This design comes from an exercise in tuning for small area on the open sky130 flow, not from production work.
Only simulation tests tie the RTL to the original design; equivalence was not proved.
Power and IR drop assume default switching activity.

// rs_station_top
module rs_station_top (
    input  logic         clock,
    input  logic         reset,
    input  logic         squash,
    input  logic [205:0] dispatch,     
    input  logic [27:0]  map,          
    input  logic [137:0] rob,          
    input  logic [75:0]  cdb,          
    input  logic         fu_ready,
    output logic         issue_valid,
    output logic [104:0] issue,        
    output logic [3:0]   free_count
);
Size: about 4,300 cells after synthesis, ~560 I/O pins, about 0.044 sq mm of cells after synthesis.
export LEC_CHECK = 0
export CAP_MARGIN = 20
export CORE_MARGIN = 2
export CORE_UTILIZATION = 50
export PLACE_DENSITY = 0.7
export SLEW_MARGIN = 20
export SYNTH_HIERARCHICAL = 1
export SYNTH_MINIMUM_KEEP_SIZE = 0
export TNS_END_PERCENT = 0
create_clock -name core_clock -period 7.5 [get_ports {clock}]
standard.sh (not shown) runs the stock make flow with config.mk's settings and CLKGATE_MAP_FILE= SYNTH_SCRIPT=/design/flow/synth_recipe.tcl, a recipe that flattens the netlist after the stock synthesis.
==> flow/flow/run.sh <==
#!/bin/bash
# Own flow:
#  2. the same ORFS synthesis again on the design with the bit-cell modules
#     hand-mapped (flow/cells.v) and ABC run with an area script; used only if
#     its registers (names, count, cells) match the standard ones;
#  3. the standard layout steps, with buf_1 port buffers, a leaner clock tree
#     and the timing-driven placement's net reweighting (and its buffering)
#     done later in placement.
set -uo pipefail
F=$PWD/flow
R=$PWD/orfs/results/$FLOW_PLATFORM/rs_station_top/base
bash standard.sh synth > std_synth.log 2>&1 || exit 1
cp $R/1_2_yosys.v std_synth_netlist.v

python3 $F/overlay.py design.v $F/cells.v design_mod.v > overlay.log 2>&1
sed "s#ABC_SCRIPT_PATH#$F/abc.script#" $F/my_synth.tcl > my_synth.tcl
sed -e "s#^export VERILOG_FILES.*#export VERILOG_FILES = $PWD/design_mod.v#" config.mk > config_mod.mk
MK=$(grep -o 'make -C .*"\${@' standard.sh | sed 's/ "\${@$//')
MK=${MK/DESIGN_CONFIG=$FLOW_CONFIG/DESIGN_CONFIG=$PWD/config_mod.mk}
MK=${MK/WORK_HOME=$PWD\/orfs/WORK_HOME=$PWD/orfs_mod}
MK=${MK/SYNTH_SCRIPT=$PWD\/synth_recipe.tcl/SYNTH_SCRIPT=$PWD/my_synth.tcl}
echo "$MK synth" > mod_synth.cmd
eval "$MK synth" > mod_synth.log 2>&1
M=$PWD/orfs_mod/results/$FLOW_PLATFORM/rs_station_top/base/1_2_yosys.v
flops() { grep -E '^\s*sky130_fd_sc_hd__(s?e?df|dl)' "$1" | awk '{print $1, $2}' | sort; }
if [[ -f $M ]] && [[ -n "$(flops $M)" ]] && diff <(flops std_synth_netlist.v) <(flops $M) > flop_diff.log; then
  echo "using the re-mapped netlist" > netlist_choice.log
  cp $M $R/1_2_yosys.v
  touch $R/1_2_yosys.v
else
  echo "registers differ: using the standard netlist" > netlist_choice.log
fi

bash standard.sh \
  "BUFFER_PORTS_ARGS=-buffer_cell sky130_fd_sc_hd__buf_1" \
  "CTS_ARGS=-sink_clustering_enable -repair_clock_nets -dont_use_dummy_load -sink_clustering_size 25 -sink_clustering_max_diameter 80" \
  "GLOBAL_PLACEMENT_ARGS=-timing_driven_net_reweight_overflow {40 25 15}" \
  finish > std_layout.log 2>&1
Other scripts of this flow, unchanged in this note and not shown: flow/flow/abc.script, flow/flow/cells.v, flow/flow/my_synth.tcl, flow/flow/overlay.py
The baseline produced a clean layout.
Next try:
--- a/flow/flow/run.sh
+++ b/flow/flow/run.sh
@@ -36 +36 @@
-  "CTS_ARGS=-sink_clustering_enable -repair_clock_nets -dont_use_dummy_load -sink_clustering_size 25 -sink_clustering_max_diameter 80" \
+  "CTS_ARGS=-sink_clustering_enable -repair_clock_nets -dont_use_dummy_load -sink_clustering_size 25 -sink_clustering_max_diameter 100" \
CELL_PAD_IN_SITES_DETAIL_PLACEMENT = 1   (was default)
CELL_PAD_IN_SITES_GLOBAL_PLACEMENT = 1   (was default)
Result: Total power climbs slightly; utilization hardly moves; critical path depth stays the same; sequential cell count does not change; sequential share of layout area stays flat; non-clock buffer count drops by 4.

-- port drivers added, routing unchanged --
Ports are ideal in the flow. The routed layouts listed here were re-timed in OpenROAD. Step 1, drivers: a clkbuf_16 drives clock and a buf_2 each remaining input, both assumed. Step 2 times the ports against the registers' clock, not the clock port: input delays grow and output delays shrink by t, the midpoint of the rising clock arrivals with the driver on. Three values: ideal, step 1, step 2; two values: the first two.
run | t (ns) | setup slack, ns | hold WS [ns] | cell pins on the clock port's net
the first run | 0.728 | 0.420 / 0.347 / 0.815 | 0.462 / 0.462 / 0.462 | 1
the second run | 0.712 | 0.143 / 0.068 / 0.780 | 0.468 / 0.468 / 0.468 | 1
After both steps every run listed still meets setup and hold.
